Source: an optimization exercise on an open RTL-to-GDS flow (aim: small area). Production flows keep margins and buffers that such runs may drop.
Only simulation tests tie the RTL to the original design; equivalence was not proved.

Setup of v1:
## disparity_filtering_system
module disparity_filtering_system (
    input  logic                   clk,
    input  logic                   arst_n,
    input  logic [BLK_SIZE-1:0]    xors_in,
    input  logic [CONF_BITS-1:0]   confidence,
    input  logic [COORD_BITS-1:0]  min_coords,
    input  logic                   xors_valid,
    output logic [OUT_BITS-1:0]    disparity,     
    output logic                   disparity_valid,
    output logic                   overrun
);
    function automatic logic [1:0] fa(input logic a, input logic b, input logic c);
        fa = 2'(a) + 2'(b) + 2'(c);
    endfunction
    function automatic logic maj16(input logic [15:0] x);
        logic [1:0] f1, f2, f3, f4, f5, f6, f7, f8, f9, f10, f11;
        f1  = fa(x[0], x[1], x[2]);
        f2  = fa(x[3], x[4], x[5]);
        f3  = fa(x[6], x[7], x[8]);
        f4  = fa(x[9], x[10], x[11]);
        f5  = fa(x[12], x[13], x[14]);
        f6  = fa(f1[0], f2[0], f3[0]);
        f7  = fa(f4[0], f5[0], f6[0]);
        f8  = fa(f1[1], f2[1], f3[1]);
        f9  = fa(f4[1], f5[1], f6[1]);
        f10 = fa(f8[0], f9[0], f7[1]);
        f11 = fa(f8[1], f9[1], f10[1]);
        maj16 = f11[1] & (f11[0] | f10[0] | f7[0] | x[15]);
    endfunction
    function automatic logic [10:0] radd(input logic [9:0] a, input logic [9:0] b);
        logic cy;
        cy = 1'b0;
        for (int i = 0; i < 10; i++)
            {cy, radd[i]} = fa(a[i], b[i], cy);
        radd[10] = cy;
    endfunction
    function automatic logic [9:0] radd3(input logic [7:0] a, input logic [7:0] b,
                                         input logic [7:0] c);
        logic [7:0] s, k;
        for (int i = 0; i < 8; i++)
            {k[i], s[i]} = fa(a[i], b[i], c[i]);
        radd3 = 10'(radd(10'(s), {1'b0, k, 1'b0}));
    endfunction
    function automatic logic [7:0] wgt(input logic [1:0] m, input logic [7:0] c);
        case (m)
            2'b00:   wgt = c;
            2'b11:   wgt = 8'd0;
            default: wgt = {1'b0, c[7:1]};
        endcase
    endfunction
    function automatic logic [7:0] div3(input logic [9:0] x);
        logic [1:0] r;
        logic [2:0] t;
        logic [9:0] q;
        r = 2'd0;
        for (int i = 9; i >= 0; i--) begin
  ...
clock: 9.0 ns
lec_check: 0
abc_area: 1
cap_margin: 20
core_margin: 2
core_utilization: 40
cts_buf_list: sky130_fd_sc_hd__clkbuf_8
gpl_timing_driven: 0
slew_margin: 20
standard.sh (not shown) runs the stock make flow with config.mk's settings and CLKGATE_MAP_FILE= SYNTH_SCRIPT=/design/flow/synth_recipe.tcl, a recipe that flattens the netlist after the stock synthesis.
==> flow/flow/run.sh <==
#!/bin/bash
# The standard layout with two changes:
#  - port buffers are the smallest plain buffer (buffer_ports -buffer_cell buf_1);
#  - after the standard synthesis, inverters that synthesis left around full-adder cells
#    are removed (flow/invopt.py), kept only if Yosys proves the netlist unchanged.
# Each tool's output goes to a log file of its own in this folder.
set -euo pipefail
export BUFFER_PORTS_ARGS="-buffer_cell sky130_fd_sc_hd__buf_1"
R=orfs/results/${FLOW_PLATFORM}/disparity_filtering_system/base

bash standard.sh synth > synth.log 2>&1

cp $R/1_2_yosys.v synth_orig.v
if python3 flow/invopt.py synth_orig.v synth_opt.v > invopt.log 2>&1; then
    sed "s/^module ${FLOW_TOP}(/module gold(/" synth_orig.v > eq_gold.v
    sed -E -e "s/^module ${FLOW_TOP}\(/module gate(/" -e 's/\b(_[0-9]+_|_invopt_[c0-9]+_)/x\1/g' synth_opt.v > eq_gate.v
    LIB=$(ls ${FLOW_HOME}/platforms/${FLOW_PLATFORM}/lib/*tt_025C_1v80.lib | head -1)
    cat > eq.ys <<EOS
read_liberty -ignore_miss_func $LIB
read_verilog eq_gold.v
read_verilog eq_gate.v
hierarchy -check
flatten
proc
opt_clean
async2sync
dffunmap
equiv_make gold gate eq
hierarchy -top eq
equiv_simple -seq 2
equiv_induct -seq 2
equiv_status -assert
EOS
    if yosys -s eq.ys > equiv.log 2>&1; then
        cp synth_opt.v $R/1_2_yosys.v
        rm -f $R/1_synth.odb $R/1_synth.sdc
        echo "using the optimised netlist" >> invopt.log
    else
        echo "equivalence not proven; keeping the standard netlist" >> invopt.log
    fi
fi

bash standard.sh > standard.log 2>&1
Other scripts of this flow, unchanged in this note and not shown: flow/flow/invopt.py
[inputs] v5 vs v1
- a deleted CTS_BUF_LIST that had been sky130_fd_sc_hd__clkbuf_8
## What came out
As far as global-route wire length before repair is concerned, v5 and v1 perform about the same. Between v1 and v5, the share of cells above drive strength 1 does not differ in any meaningful way. Total detailed-routing wirelength: v5 vs v1, no meaningful difference. Compared with v1, in v5 fraction of standard cell area that is sequential moved down; shortest period the worst path allows essentially unchanged. As far as ratio of final minimum period to clock period is concerned, v5 and v1 perform about the same.

========
Another version of the RTL of disparity_filtering_system (not shown whole).
Size: roughly 1,000 cells after synthesis, ~300 I/O pins, roughly 0.013 mm2 of cells after synthesis.
==> flow/config.mk <==
export PLATFORM = sky130hd
export DESIGN_NAME = disparity_filtering_system
export DESIGN_NICKNAME = disparity_filtering_system
export VERILOG_FILES = /design/flow/design.v
export SDC_FILE = /design/flow/constraint.sdc
export NUM_CORES = 4
export LEC_CHECK = 0
export ABC_AREA = 1
export CAP_MARGIN = 5
export CORE_MARGIN = 2
export CORE_UTILIZATION = 65
export CTS_BUF_LIST = sky130_fd_sc_hd__clkbuf_8
export GPL_TIMING_DRIVEN = 0
export SLEW_MARGIN = 5
==> flow/constraint.sdc <==
create_clock -name core_clock -period 9.0 [get_ports {clk}]
set_input_delay 1.8000 -clock core_clock [delete_from_list [all_inputs] [get_ports {clk}]]
set_output_delay 1.8000 -clock core_clock [all_outputs]
set_load 0.01 [all_outputs]
==> flow/flow/run.sh <==
#!/bin/bash
# The standard layout with three changes, none of them touching a register:
#  - port buffers are the smallest plain buffer (buffer_ports -buffer_cell buf_1);
#  - after the standard synthesis, inverters left around full-adder cells are removed
#    (flow/invopt.py);
#  - the gates between registers and adder cells are mapped again by ABC for area
#    (flow/remap.abc), with the adder cells and flip-flops kept as they are.
# Each rewritten netlist is used only if Yosys proves it equivalent to the standard
# synthesis's netlist. Each tool's output goes to a log file of its own in this folder.
set -euo pipefail
export BUFFER_PORTS_ARGS="-buffer_cell sky130_fd_sc_hd__buf_1"
R=orfs/results/${FLOW_PLATFORM}/disparity_filtering_system/base
O=orfs/objects/${FLOW_PLATFORM}/disparity_filtering_system/base
L=orfs/logs/${FLOW_PLATFORM}/disparity_filtering_system/base
LIB=$(ls ${FLOW_HOME}/platforms/${FLOW_PLATFORM}/lib/*tt_025C_1v80.lib | head -1)

bash standard.sh synth > synth.log 2>&1
cp $R/1_2_yosys.v synth_orig.v
sed "s/^module ${FLOW_TOP}(/module gold(/" synth_orig.v > eq_gold.v

# proves $1 equivalent to the standard netlist; log in $2
prove() {
    sed -E -e "s/^module ${FLOW_TOP}\(/module gate(/" -e 's/\b(_[0-9]+_|_invopt_[c0-9]+_)/x\1/g' "$1" > eq_gate.v
    cat > eq.ys <<EOS
read_liberty -ignore_miss_func $LIB
read_verilog eq_gold.v
read_verilog eq_gate.v
hierarchy -check
flatten
proc
opt_clean
async2sync
dffunmap
equiv_make gold gate eq
hierarchy -top eq
equiv_simple -seq 2
equiv_induct -seq 2
equiv_status -assert
EOS
    yosys -s eq.ys > "$2" 2>&1
}

use=synth_orig.v
if python3 flow/invopt.py synth_orig.v synth_inv.v > invopt.log 2>&1; then
    DONT_USE=$(grep -o -- "-dont_use [A-Za-z0-9_]*" $L/1_2_yosys.log | sort -u | tr '\n' ' ')
    cat > remap.ys <<EOS
read_liberty -ignore_miss_func $LIB
read_verilog synth_inv.v
hierarchy -top ${FLOW_TOP}
setattr -mod -set keep_hierarchy 1 sky130_fd_sc_hd__fa_* sky130_fd_sc_hd__ha_* sky130_fd_sc_hd__df* sky130_fd_sc_hd__edf*
flatten
opt_clean
select -module ${FLOW_TOP}
abc -script $(pwd)/flow/remap.abc -liberty $LIB ${DONT_USE} -constr $O/abc.constr
select -clear
opt_clean -purge
hilomap -singleton -hicell sky130_fd_sc_hd__conb_1 HI -locell sky130_fd_sc_hd__conb_1 LO
splitnets
opt_clean -purge
select ${FLOW_TOP}
write_verilog -noattr -noexpr -nohex -nodec -selected synth_remap.v
EOS
    if yosys -s remap.ys > remap.log 2>&1 && ! grep -q "^\s*assign" synth_remap.v && prove synth_remap.v equiv_remap.log; then
        use=synth_remap.v
    elif prove synth_inv.v equiv_inv.log; then
        use=synth_inv.v
    fi
fi
echo "netlist used: $use" >> invopt.log
if [[ $use != synth_orig.v ]]; then
    cp $use $R/1_2_yosys.v
    rm -f $R/1_synth.odb $R/1_synth.sdc
fi

bash standard.sh > standard.log 2>&1
Other scripts of this flow, unchanged in this note and not shown: flow/flow/invopt.py, flow/flow/remap.abc
The first run finished with timing, DRC and antenna clean.
Rerun with:
Settings changed: CORE_UTILIZATION 65 to 40.
The new run passed the timing, DRC and antenna checks. First-iteration DRC count fell by a little under a tenth. Sequential share of layout area fell by 0.43 points. Register-to-register slack improves by 0.04 ns.

========
north:
Another version of the RTL of disparity_filtering_system (not shown whole).
For scale: ~1,000 cells after synthesis, roughly 300 I/O pins, ~0.013 sq mm of cells after synthesis.
==> flow/config.mk <==
export PLATFORM = sky130hd
export DESIGN_NAME = disparity_filtering_system
export DESIGN_NICKNAME = disparity_filtering_system
export VERILOG_FILES = /design/flow/design.v
export SDC_FILE = /design/flow/constraint.sdc
export NUM_CORES = 4
export LEC_CHECK = 0
export ABC_AREA = 1
export CAP_MARGIN = 5
export CORE_MARGIN = 2
export CORE_UTILIZATION = 65
export CTS_BUF_LIST = sky130_fd_sc_hd__clkbuf_4 sky130_fd_sc_hd__clkbuf_8
export GPL_TIMING_DRIVEN = 0
export SLEW_MARGIN = 5
==> flow/constraint.sdc <==
create_clock -name core_clock -period 9.0 [get_ports {clk}]
set_input_delay 1.8000 -clock core_clock [delete_from_list [all_inputs] [get_ports {clk}]]
set_output_delay 1.8000 -clock core_clock [all_outputs]
set_load 0.01 [all_outputs]
Scripts as last shown in full above: flow/flow/run.sh
Other scripts of this flow, unchanged in this note and not shown: flow/flow/invopt.py, flow/flow/remap.abc
north did not stop at any stage, and its layout met the timing, DRC and antenna checks.
Relative to north, the following input files were edited for south:
- CTS_BUF_LIST now sky130_fd_sc_hd__clkbuf_8, was sky130_fd_sc_hd__clkbuf_4 sky130_fd_sc_hd__clkbuf_8
==> notes.md <==
Every stage of the flow completed for south, and the final layout passed the timing, DRC and antenna checks. Delta (south minus north): routed wire length stayed essentially flat; share of the cycle needed by the critical path after routing stayed essentially flat. Comparing north against south, there is no change at all in core area. First-iteration DRC count: south < north. Wire length of the first global-routing pass: south vs north — no meaningful difference. north and south ended up with nearly the same tightest hold margin.

==> what the ideal ports hide <==
How much do the figures lean on ideal ports? The routed layouts below were timed once more, with nothing changed but the port constraints. Step 1 assumes that a clkbuf_16 drives the clock port and a buf_2 every other input. Step 2 adds t to the input delays and takes it off the output delays; t is the mean of the earliest and latest rising clock arrival at the registers after step 1. Input paths then give back, and output paths get back, about the clock's delay inside the block. a / b / c = ideal / step 1 / step 2; a / b = the first two.
run	shift t [ns]	setup slack, ns	worst register clock-pin slew, ns
v1	0.515	0.253 / 0.253 / 0.253	0.11 / 0.11
v5	0.475	0.251 / 0.251 / 0.251	0.08 / 0.08
the first run of note 2	0.502	0.249 / 0.249 / 0.249	0.09 / 0.09
the second run of note 2	0.497	0.286 / 0.286 / 0.286	0.09 / 0.09
north	0.508	0.391 / 0.391 / 0.391	0.09 / 0.09
south	0.506	0.404 / 0.404 / 0.404	0.09 / 0.09
After both steps every run listed still meets setup and hold.
